This design comes from an exercise in tuning for small area, a short achievable clock period and few clock cycles per item on the open sky130 flow, not from production work.
The RTL was checked by simulation tests, not by an equivalence proof against the original design.

== the reference run ==
==> flow/design.v <==
package mavg_pkg;
    localparam int WINDOW_MAX  = 32;
    localparam int SAMPLE_BITS = 16;
    localparam int SLOT_BITS   = $clog2(WINDOW_MAX);        
    localparam int SUM_BITS    = SAMPLE_BITS + SLOT_BITS;   
    localparam int CFG_BITS    = 6;
    localparam logic [SLOT_BITS-1:0] WKK_RESET = SLOT_BITS'(4);
endpackage
module mavg_sub7 (
    input  logic [6:0] t,
    input  logic [6:0] x,
    output logic       ge,      
    output logic [4:0] d        
);
    logic [6:0] g, p;
    logic [6:0] c;      
    assign g = t & ~x;
    assign p = ~(t ^ x);
    logic g10, p10, g32, p32, g30, p30, g54, p54, g64;
    assign g10 = g[1] | (p[1] & g[0]);
    assign p10 = p[1] & p[0];
    assign g32 = g[3] | (p[3] & g[2]);
    assign p32 = p[3] & p[2];
    assign g30 = g32 | (p32 & g10);
    assign p30 = p32 & p10;
    assign g54 = g[5] | (p[5] & g[4]);
    assign p54 = p[5] & p[4];
    assign c[0] = 1'b0;
    assign c[1] = g[0];
    assign c[2] = g10;
    assign c[3] = g[2] | (p[2] & g10);
    assign c[4] = g30;
    assign c[5] = g[4] | (p[4] & g30);
    assign c[6] = g54 | (p54 & g30);
    assign ge   = g[6] | (p[6] & c[6]);
    assign d    = p[4:0] ^ c[4:0];
endmodule
module mavg_div_step4 (
    input  logic [4:0]  rem_i,    
    input  logic [15:0] d_i,      
    input  logic [4:0]  kk,       
    input  logic [6:0]  k3m,      
    output logic [4:0]  rem_o,
    output logic [15:0] d_o
);
    logic [6:0] t;
    logic       ge1, ge2, ge3;
    logic [4:0] d1, d2, d3;
    logic [1:0] q;
    assign t = {rem_i, d_i[15:14]};
    mavg_sub7 u1 (.t(t), .x({2'b00, kk}),       .ge(ge1), .d(d1));
    mavg_sub7 u2 (.t(t), .x({1'b0, kk, 1'b1}),  .ge(ge2), .d(d2));
    mavg_sub7 u3 (.t(t), .x(k3m),               .ge(ge3), .d(d3));
    assign q[1] = ge2;
    assign q[0] = ge3 | (ge1 & ~ge2);
    assign rem_o = ({5{ge3}} & d3)
                 | ({5{ge2 & ~ge3}} & d2)
                 | ({5{ge1 & ~ge2}} & d1)
                 | ({5{~ge1}} & t[4:0]);
    assign d_o   = {d_i[13:0], q};
endmodule
module moving_average_filter_core (
    input  logic                             clk,
    input  logic                             rst_n,
    input  logic                             cfg_we,
    input  logic [mavg_pkg::CFG_BITS-1:0]    cfg_wdata,
    input  logic                             s_tvalid,
    output logic                             s_tready,
    input  logic [mavg_pkg::SAMPLE_BITS-1:0] s_tdata,    
    input  logic                             s_tuser,    
    output logic                             m_tvalid,
    input  logic                             m_tready,
    output logic [mavg_pkg::SAMPLE_BITS-1:0] m_tdata     
);
    localparam int SB = mavg_pkg::SUM_BITS;
    logic        en;
    logic        out_v, skid_v;
    logic [15:0] out_d, skid_d;
    logic        live0;
    logic        rdy_q;      
    logic        hen_q;      
    logic        skid_v_nx;
    logic        v0;
    assign en       = !skid_v;
    assign s_tready = rdy_q;
    always_ff @(posedge clk or negedge rst_n)
    begin
        if (!rst_n)
        begin
            live0 <= 1'b0;
            rdy_q <= 1'b0;
            hen_q <= 1'b0;
        end
        else
        begin
            live0 <= 1'b1;
            rdy_q <= !skid_v_nx && live0;
            hen_q <= !skid_v_nx && (en ? (s_tvalid && rdy_q) : v0);
        end
    end
    logic [4:0] wkk;
    always_ff @(posedge clk or negedge rst_n)
    begin
        if (!rst_n)
            wkk <= mavg_pkg::WKK_RESET;
        else if (cfg_we)
        begin
            if (cfg_wdata == 6'd0)
                wkk <= 5'd0;
            else if (cfg_wdata > 6'd32)
                wkk <= 5'd31;
            else
                wkk <= 5'(cfg_wdata - 6'd1);
        end
    end
    logic [15:0] x0;
    logic [7:0]  k0lo;     
    logic [3:0]  k0hi;     
    logic [4:0]  k0;       
    logic [4:0]  c5;
    logic [4:0]  kn;
    always_ff @(posedge clk or negedge rst_n)
    begin
        if (!rst_n)
        begin
            v0 <= 1'b0;
            c5 <= 5'd0;
        end
        else if (en)
        begin
            v0 <= s_tvalid && rdy_q;
            if (s_tvalid && rdy_q)
            begin
                if (s_tuser)
                    c5 <= 5'd1;
                else if (c5 != 5'd31)
                    c5 <= c5 + 5'd1;
            end
        end
    end
    assign kn = s_tuser ? 5'd0 : ((c5 < wkk) ? c5 : wkk);
    always_ff @(posedge clk)
    begin
        if (en)
        begin
            x0   <= s_tdata;
            k0lo <= 8'd1 << kn[2:0];
            k0hi <= 4'd1 << kn[4:3];
        end
    end
    assign k0 = {k0hi[2] | k0hi[3], k0hi[1] | k0hi[3],
                 k0lo[4] | k0lo[5] | k0lo[6] | k0lo[7],
                 k0lo[2] | k0lo[3] | k0lo[6] | k0lo[7],
                 k0lo[1] | k0lo[3] | k0lo[5] | k0lo[7]};
    logic [SB-1:0] acc;
    logic [SB-1:0] h [32];     
    logic [SB-1:0] hv [32];
    logic          v1;
    logic [SB-1:0] m1;
    logic [4:0]    kk1;
    always_ff @(posedge clk or negedge rst_n)
    begin
        if (!rst_n)
            acc <= '0;
        else if (hen_q)
            acc <= acc + {{(SB-16){1'b0}}, ~x0[15], x0[14:0]};
    end
    always_ff @(posedge clk)
    begin
        if (hen_q)
        begin
            h[1] <= acc;
            for (int j = 2; j < 32; j++)
                h[j] <= h[j-1];
        end
    end
    always_comb
    begin
        hv[0] = acc;
        for (int j = 1; j < 32; j++)
            hv[j] = h[j];
    end
    logic [SB-1:0] msel;
    always_comb
    begin
        msel = '0;
        for (int j = 0; j < 32; j++)
            msel = msel | (hv[j] & {SB{k0hi[j/8] & k0lo[j%8]}});
    end
    always_ff @(posedge clk or negedge rst_n)
    begin
        if (!rst_n)
            v1 <= 1'b0;
        else if (en)
            v1 <= v0;
    end
    always_ff @(posedge clk)
    begin
        if (en)
        begin
            m1  <= msel;
            kk1 <= k0;
        end
    end
    logic [4:0]  rem_a [9];
    logic [15:0] d_a   [9];
    logic [4:0]  rem_b [9];
    logic [15:0] d_b   [9];
    logic [4:0]  kk_b  [9];
    logic [6:0]  k3_b  [9];
    logic        v_b   [9];
    logic [SB-1:0] nsum;
    assign nsum = acc - m1;
    assign rem_a[0] = nsum[20:16];
    assign d_a[0]   = nsum[15:0];
    genvar p;
    generate
        for (p = 0; p < 9; p++)
        begin : g_pos
            logic [4:0] kk_a;
            logic [6:0] k3_a;
            logic       v_a;
            if (p == 0)
            begin : g_first
                assign kk_a = kk1;
                assign k3_a = 7'({kk1, 1'b0}) + 7'({2'b00, kk1}) + 7'd2;
                assign v_a  = v1;
            end
            else
            begin : g_step
                mavg_div_step4 u_step (
                    .rem_i (rem_b[p-1]),
                    .d_i   (d_b[p-1]),
                    .kk    (kk_b[p-1]),
                    .k3m   (k3_b[p-1]),
                    .rem_o (rem_a[p]),
                    .d_o   (d_a[p])
                );
                assign kk_a = kk_b[p-1];
                assign k3_a = k3_b[p-1];
                assign v_a  = v_b[p-1];
            end
            always_ff @(posedge clk or negedge rst_n)
            begin
                if (!rst_n)
                    v_b[p] <= 1'b0;
                else if (en)
                    v_b[p] <= v_a;
            end
            always_ff @(posedge clk)
            begin
                if (en)
                begin
                    rem_b[p] <= rem_a[p];
                    d_b[p]   <= d_a[p];
                    kk_b[p]  <= kk_a;
                    k3_b[p]  <= k3_a;
                end
            end
        end
    endgenerate
    logic [15:0] res;
    assign res = {~d_b[8][15], d_b[8][14:0]}
               + {15'd0, (~d_b[8][15] && (rem_b[8] != 5'd0))};
    always_comb
    begin
        if (skid_v)
            skid_v_nx = !m_tready;
        else
            skid_v_nx = out_v && !m_tready && v_b[8];
    end
    always_ff @(posedge clk or negedge rst_n)
    begin
        if (!rst_n)
        begin
            out_v  <= 1'b0;
            skid_v <= 1'b0;
        end
        else if (skid_v)
        begin
            if (m_tready)
                skid_v <= 1'b0;
        end
        else if (!out_v || m_tready)
            out_v <= v_b[8];
        else if (v_b[8])
            skid_v <= 1'b1;
    end
    always_ff @(posedge clk)
    begin
        if (skid_v)
        begin
            if (m_tready)
                out_d <= skid_d;
        end
        else if (!out_v || m_tready)
        begin
            if (v_b[8])
                out_d <= res;
        end
        else if (v_b[8])
            skid_d <= res;
    end
    assign m_tvalid = out_v;
    assign m_tdata  = out_d;
endmodule
clock: 7.0 ns
lec_check: 0
cap_margin: 20
core_margin: 2
core_utilization: 40
setup_slack_margin: 4.5
slew_margin: 20
run.sh (not shown) runs the stock make flow with config.mk's settings and CLKGATE_MAP_FILE= SYNTH_SCRIPT=/design/flow/synth_recipe.tcl, a recipe that flattens the netlist after the stock synthesis.
Testbench counts of the reference run, summed over its fixed seeds: cycles 2,576, items 2,400.
The following lists how the trial run was set up differently from the reference run:
--- a/flow/design.v
+++ b/flow/design.v
@@ -112,13 +112,13 @@
             else
                 wkk <= 5'(cfg_wdata - 6'd1);
         end
     end
     logic [15:0] x0;
+    logic [4:0]  k0;       
     logic [7:0]  k0lo;     
     logic [3:0]  k0hi;     
-    logic [4:0]  k0;       
     logic [4:0]  c5;
     logic [4:0]  kn;
     always_ff @(posedge clk or negedge rst_n)
     begin
         if (!rst_n)
@@ -142,18 +142,15 @@
     always_ff @(posedge clk)
     begin
         if (en)
         begin
             x0   <= s_tdata;
+            k0   <= kn;
             k0lo <= 8'd1 << kn[2:0];
             k0hi <= 4'd1 << kn[4:3];
         end
     end
-    assign k0 = {k0hi[2] | k0hi[3], k0hi[1] | k0hi[3],
-                 k0lo[4] | k0lo[5] | k0lo[6] | k0lo[7],
-                 k0lo[2] | k0lo[3] | k0lo[6] | k0lo[7],
-                 k0lo[1] | k0lo[3] | k0lo[5] | k0lo[7]};
     logic [SB-1:0] acc;
     logic [SB-1:0] h [32];     
     logic [SB-1:0] hv [32];
     logic          v1;
     logic [SB-1:0] m1;
==> notes.md <==
Diff the reference run -> the trial run: met1 track demand over resource in global routing dropped 0.78 points, wire length the detailed router placed on met1 dropped 410 µm.
The lower flip-flop and latch share of the layout cell area came out of the reference run.
out_d[1] as the origin of the worst setup path was reported by the reference run, and out_v by the trial run.
The reference run and the trial run ended up with roughly the same post-route standard cell area excluding fillers.
The count of filler cells inserted in the layout was comparable across the reference run and the trial run.
Comparing the reference run and the trial run, biggest fanout along the worst timing path is higher on the trial run.
Any difference in final design utilization between the trial run and the reference run is small enough to ignore.
| cell area after technology mapping | the trial run vs the reference run | ≈ equal |
On number of cells produced by synthesis, the reference run tracks the trial run almost exactly.
In the tables for the reference run and the trial run, final clock period utilization by the worst path reads higher with the reference run.
On global-route usage, the reference run and the trial run are basically level.
The run with more routed wire is the trial run, not the reference run.
Register area in the trial run is about 0.46% above the reference run.
Testbench counts of the trial run, summed over its fixed seeds: cycles 2,576, items 2,400.

-- re-timing with driven ports --
Ports are ideal in the flow. The routed layouts listed here were re-timed in OpenROAD.
Step 1: set_driving_cell puts a clkbuf_16 on clk and a buf_2 on each other input, an assumption about the parent block.
Step 2 also shifts input and output timing later by t, the mid clock arrival at the registers, as if the neighbouring blocks saw the same clock.
Slacks: no drivers / after step 1 / after step 2; pairs: no drivers / after step 1.
run | t, ns | setup WS [ns] | worst hold slack (ns) | latest minus earliest clock arrival (ns)
the reference run | 0.750 | 4.363 / 4.295 / 3.978 | 0.417 / 0.417 / 0.417 | 0.056 / 0.056
the trial run | 0.733 | 4.414 / 4.343 / 3.966 | 0.396 / 0.396 / 0.396 | 0.041 / 0.040
After both steps setup and hold are still met in every run listed. For the trial run, which loses most, drivers alone change the setup slack by -0.071 ns; drivers and shift together by -0.448 ns.
